This is an optimization exercise on Yosys and OpenROAD, whose aim is small area and a short achievable clock period, not a production implementation. At most, simulation tests tie the RTL to the original design; equivalence was not proved. Power and IR drop assume default switching activity.

==> violet: inputs <==
## ex_top
module ex_top #(
	parameter int DATA_WIDTH = 64,
	parameter int ALU_K      = 4,
	parameter int BR_K       = 8,
	parameter int ALU_KIND   = 0,
	parameter int BR_KIND    = 0
) (
	input  logic                  clk,
	input  logic                  reset,
	input  logic                  issue,
	input  logic [DATA_WIDTH-1:0] read_data1,
	input  logic [DATA_WIDTH-1:0] read_data2,
	input  logic [DATA_WIDTH-1:0] pc,
	input  logic [DATA_WIDTH-1:0] imm,
	input  logic [DATA_WIDTH-1:0] br_offset,
	input  ex_pkg::alu_op_t       alu_op,
	input  logic                  alu_src,
	input  logic                  set_flags,
	input  ex_pkg::br_kind_t      br_kind,
	input  ex_pkg::cond_t         cond,
	output logic                  result_valid,
	output logic [DATA_WIDTH-1:0] alu_result,
	output logic [DATA_WIDTH-1:0] store_data,
	output logic [DATA_WIDTH-1:0] br_target,
	output logic                  br_taken,
	output logic                  negative,
	output logic                  zero,
	output logic                  overflow,
	output logic                  carry_out
);
Settings: LEC_CHECK=0, CAP_MARGIN=20, CORE_MARGIN=2, CORE_UTILIZATION=40, CTS_BUF_LIST=sky130_fd_sc_hd__clkbuf_16, CTS_CLUSTER_DIAMETER=80, CTS_CLUSTER_SIZE=30, SETUP_SLACK_MARGIN=2.5, SLEW_MARGIN=20, SYNTH_HIERARCHICAL=1; clock period 5.5 ns.
standard.sh (not shown) runs the stock make flow with config.mk's settings and CLKGATE_MAP_FILE= SYNTH_SCRIPT=/design/flow/synth_recipe.tcl, a recipe that flattens the netlist after the stock synthesis.
==> flow/flow/run.sh <==
#!/bin/bash
# Standard layout, with plain buf_1 cells as the port buffers instead of the
# buffer_ports default (clkdlybuf4s50_1). Each tool's output goes to its own log.
set -euo pipefail
export BUFFER_PORTS_ARGS="-buffer_cell sky130_fd_sc_hd__buf_1"
bash standard.sh synth > synth.log 2>&1
bash standard.sh > layout.log 2>&1
==> inputs of quartz, as changes to violet <==
--- a/flow/design.v
+++ b/flow/design.v
@@ -42,33 +42,32 @@
 	input  logic                        set_flags,
 	input  logic [2:0]                  br_kind,
 	input  logic [3:0]                  cond,
 	output logic                        op_valid,
 	output logic [DATA_WIDTH-1:0]       alu_s,
 	output logic [DATA_WIDTH/ALU_K-1:0] alu_g,
 	output logic [DATA_WIDTH/ALU_K-1:0] alu_p,
-	output logic                        alu_same_sign,
-	output logic                        alu_a_sign,
+	output logic                        alu_top_g,
+	output logic                        alu_top_p,
 	output logic [DATA_WIDTH-1:0]       store_operand,
 	output logic [DATA_WIDTH-1:0]       br_s,
 	output logic [DATA_WIDTH/BR_K-1:0]  br_g,
 	output logic [DATA_WIDTH/BR_K-1:0]  br_p,
 	output logic                        set_flags_q,
 	output logic [3:0]                  test_q
 );
 	localparam int MSB = DATA_WIDTH - 1;
 	logic [DATA_WIDTH-1:0]       a, b, ap, ag_bit, as, bs;
 	logic [DATA_WIDTH/ALU_K-1:0] ag, abp;
 	logic [DATA_WIDTH/BR_K-1:0]  bg, bbp;
-	logic                        is_arith, is_sub, b_top;
+	logic                        is_sub;
 	logic [3:0]                  tp, tg;
 	logic [3:0]                  test_d;
 	assign a        = read_data1;
 	assign b        = alu_src ? imm : read_data2;
-	assign is_arith = (alu_op[2:1] == 2'b01);
 	assign is_sub   = (alu_op == 3'b011);
 	always_comb begin
 		tg = 4'b0000;
 		case (alu_op)
 			3'b010:  begin tp = 4'b0110; tg = 4'b1000; end
 			3'b011:  begin tp = 4'b1001; tg = 4'b0100; end
 			3'b100:  tp = 4'b1000;
@@ -80,20 +79,28 @@
 	for (genvar i = 0; i < DATA_WIDTH; i++) begin : g_bit
 		assign ap[i]     = tp[{a[i], b[i]}];
 		assign ag_bit[i] = tg[{a[i], b[i]}];
 	end
 	ex_blk_sum #(.W(DATA_WIDTH), .K(ALU_K)) u_alu_blk (
 		.p(ap), .g(ag_bit), .cin(is_sub), .s(as), .co(ag), .bp(abp)
 	);
+	logic top_g, top_p;
+	always_comb begin
+		top_g = 1'b0;
+		top_p = 1'b1;
+		for (int i = DATA_WIDTH - ALU_K; i < MSB; i++) begin
+			top_g = ag_bit[i] | (ap[i] & top_g);
+			top_p = top_p & ap[i];
+		end
+	end
 	logic [DATA_WIDTH-1:0] off4;
 	assign off4 = {br_offset[DATA_WIDTH-3:0], 2'b00};
 	ex_blk_sum #(.W(DATA_WIDTH), .K(BR_K)) u_br_blk (
 		.p(pc ^ off4), .g(pc & off4), .cin(1'b0), .s(bs), .co(bg), .bp(bbp)
 	);
-	assign b_top = b[MSB] ^ is_sub;
 	always_comb begin
 		test_d = 4'b0000;
 		case (br_kind)
 			3'd1: test_d = 4'b1000;
 			3'd2: test_d = 4'b0100;
 			3'd3: test_d = 4'b1100;
 			3'd4: begin
@@ -122,16 +129,16 @@
 		else
 			op_valid <= issue;
 	end
 	always_ff @(posedge clk) begin
 		alu_s         <= as;
 		alu_g         <= ag;
 		alu_p_hi      <= abp[DATA_WIDTH/ALU_K-1:1];
-		alu_same_sign <= is_arith & (a[MSB] == b_top);
-		alu_a_sign    <= a[MSB];
+		alu_top_g     <= top_g;
+		alu_top_p     <= top_p;
 		store_operand <= read_data2;
 		br_s          <= bs;
 		br_g_lo       <= bg[DATA_WIDTH/BR_K-2:0];
 		br_p_hi       <= bbp[DATA_WIDTH/BR_K-1:1];
 		set_flags_q   <= set_flags;
 		test_q        <= test_d;
 	end
@@ -273,34 +280,35 @@
 	parameter int K    = 4,
 	parameter int KIND = 0
 ) (
 	input  logic [W-1:0]   s,
 	input  logic [W/K-1:0] g,
 	input  logic [W/K-1:0] bp,
 	output logic [W-1:0]   sum,
+	output logic           ctop,
 	output logic           cout,
 	output logic           zero
 );
 	localparam int NB = W / K;
-	logic [NB-1:0] bz, bzero;
 	logic [NB:0]   bc;
+	logic [NB-1:0] bzero;
 	for (genvar j = 0; j < NB; j++) begin : g_blk
-		assign bz[j] = ~|s[K*j +: K];
 		for (genvar t = 0; t < K; t++) begin : g_bit
 			if (t == 0) begin : g_lo
 				assign sum[K*j] = s[K*j] ^ bc[j];
 			end else begin : g_hi
 				assign sum[K*j+t] = s[K*j+t] ^ (bc[j] & (&s[K*j +: t]));
 			end
 		end
-		assign bzero[j] = bc[j] ? bp[j] : bz[j];
+		assign bzero[j] = bc[j] ? bp[j] : ~|s[K*j +: K];
 	end
 	ex_prefix #(.W(NB), .KIND(KIND)) u_carry (
 		.g(g), .p(bp), .cin(1'b0), .c(bc)
 	);
+	assign ctop = bc[NB-1];
 	assign cout = bc[NB];
 	assign zero = &bzero;
 endmodule
 `timescale 1ns/1ps
 module ex_branch_unit (
 	input  logic [3:0] test,
 	input  logic       rt_zero,
@@ -406,36 +414,36 @@
 	output logic                  carry_out
 );
 	localparam int MSB = DATA_WIDTH - 1;
 	logic                        op_valid;
 	logic [DATA_WIDTH-1:0]       alu_s, br_s, store_operand;
 	logic [DATA_WIDTH/ALU_K-1:0] alu_g, alu_p;
 	logic [DATA_WIDTH/BR_K-1:0]  br_g, br_p;
-	logic                        alu_same_sign, alu_a_sign, set_flags_q;
+	logic                        alu_top_g, alu_top_p, set_flags_q;
 	logic [3:0]                  test_q;
 	ex_operand_stage #(.DATA_WIDTH(DATA_WIDTH), .ALU_K(ALU_K), .BR_K(BR_K)) u_operand (
 		.clk(clk), .reset(reset), .issue(issue),
 		.read_data1(read_data1), .read_data2(read_data2), .imm(imm),
 		.pc(pc), .br_offset(br_offset), .alu_op(alu_op), .alu_src(alu_src),
 		.set_flags(set_flags), .br_kind(br_kind), .cond(cond),
 		.op_valid(op_valid), .alu_s(alu_s), .alu_g(alu_g), .alu_p(alu_p),
-		.alu_same_sign(alu_same_sign), .alu_a_sign(alu_a_sign),
+		.alu_top_g(alu_top_g), .alu_top_p(alu_top_p),
 		.store_operand(store_operand), .br_s(br_s), .br_g(br_g), .br_p(br_p),
 		.set_flags_q(set_flags_q), .test_q(test_q)
 	);
 	logic [DATA_WIDTH-1:0] alu_out, target;
 	logic                  alu_n, alu_z, alu_v, alu_c;
-	logic                  br_cout, br_zero;
+	logic                  alu_ctop, br_ctop, br_cout, br_zero;
 	ex_blk_fin #(.W(DATA_WIDTH), .K(ALU_K), .KIND(ALU_KIND)) u_alu_fin (
-		.s(alu_s), .g(alu_g), .bp(alu_p), .sum(alu_out), .cout(alu_c), .zero(alu_z)
+		.s(alu_s), .g(alu_g), .bp(alu_p), .sum(alu_out), .ctop(alu_ctop), .cout(alu_c), .zero(alu_z)
 	);
 	assign alu_n = alu_out[MSB];
-	assign alu_v = alu_same_sign & (alu_out[MSB] ^ alu_a_sign);
+	assign alu_v = alu_c ^ (alu_top_g | (alu_top_p & alu_ctop));
 	ex_blk_fin #(.W(DATA_WIDTH), .K(BR_K), .KIND(BR_KIND)) u_br_fin (
-		.s(br_s), .g(br_g), .bp(br_p), .sum(target), .cout(br_cout), .zero(br_zero)
+		.s(br_s), .g(br_g), .bp(br_p), .sum(target), .ctop(br_ctop), .cout(br_cout), .zero(br_zero)
 	);
 	logic taken;
 	ex_branch_unit u_branch (
 		.test(test_q), .rt_zero(store_operand == '0),
 		.negative(negative), .zero(zero), .overflow(overflow), .taken(taken)
 	);
 	ex_result_stage #(.DATA_WIDTH(DATA_WIDTH)) u_result (
Settings changed: ABC_AREA set to 1, SETUP_SLACK_MARGIN 2.5 to 3.0, TNS_END_PERCENT set to 25.
==> comparison table <==
metric	quartz	violet
Run status	complete, no violations	complete, no violations
Clk Latency, worst-skew pair	620 ps	630 ps
Number of cell instances on the worst register-to-register path	18	11
Starting Density	40.6%	40.6%
First-pass GRT wire length	102,000 um	104,000 um
Largest cell class	flip-flops and latches	multi-input combinational cells
Vias per Instance	5.00	5.39
Min Clock Period, post-route	2410 ps	2910 ps
Synth-to-layout area growth	18.7%	17.5%
Worst setup endpoint	u_operand.alu_s[39]$_DFF_P_	u_operand.alu_s[63]$_DFF_P_
Vias in the first global route	17,700	17,100
Min-Delay Endpoint	u_result.store_data[62]$_DFFE_PP_	u_result.store_data[48]$_DFFE_PP_
HPWL after DPL	54,500 um	57,700 um
Global routing usage on met1	26.2%	28.5%
Share of cells above drive strength 1	8.16%	7.48%
Clock tree buffer count of the final layout	28	31
Antenna violations before repair	25	29
DRT Pass-1 Iters	7	5
Peak ir drop on the vdd network	0.000238 V	0.000242 V
#MultiIn Comb	1,723	1,436
Unrepaired setup endpoints after global routing	true	false
Critical path data arrival time	2900 ps	3400 ps
Critical-path cell with the highest stage delay	sky130_fd_sc_hd__a22oi_1	sky130_fd_sc_hd__mux2i_2
Final instance area	26,000 um^2	26,400 um^2
Delay contributed by the slowest stage of the critical path	310 ps	720 ps
Multi-input gate share of total cell area	37.9%	42.2%
Function not checked in violet: the RTL went through the layout flow alone.

[what the ideal ports hide]
The results above use ideal ports. As a check the final layouts listed here were re-extracted and re-timed, cells and wires unchanged. Step 1 assumes that a clkbuf_16 drives the clock port and a buf_2 every other input. Step 2 moves the port delays by t, midway between the first and last clock arrival at a register: inputs arrive t later, outputs are due t later. That takes back most of the time a late clock gives input paths. Three values: ideal ports, drivers, drivers and shift; two values: the first two.
run	t, ns	setup slack, ns	clock arrival spread, ns	worst data-port slew with drivers (ns)
violet	0.670	2.591 / 2.600 / 1.930	0.038 / 0.038	0.15
quartz	0.666	3.094 / 3.056 / 2.390	0.034 / 0.034	0.13
After both steps every run listed still meets setup and hold. For quartz, which loses most, drivers alone change the setup slack by -0.038 ns; drivers and shift together by -0.704 ns.
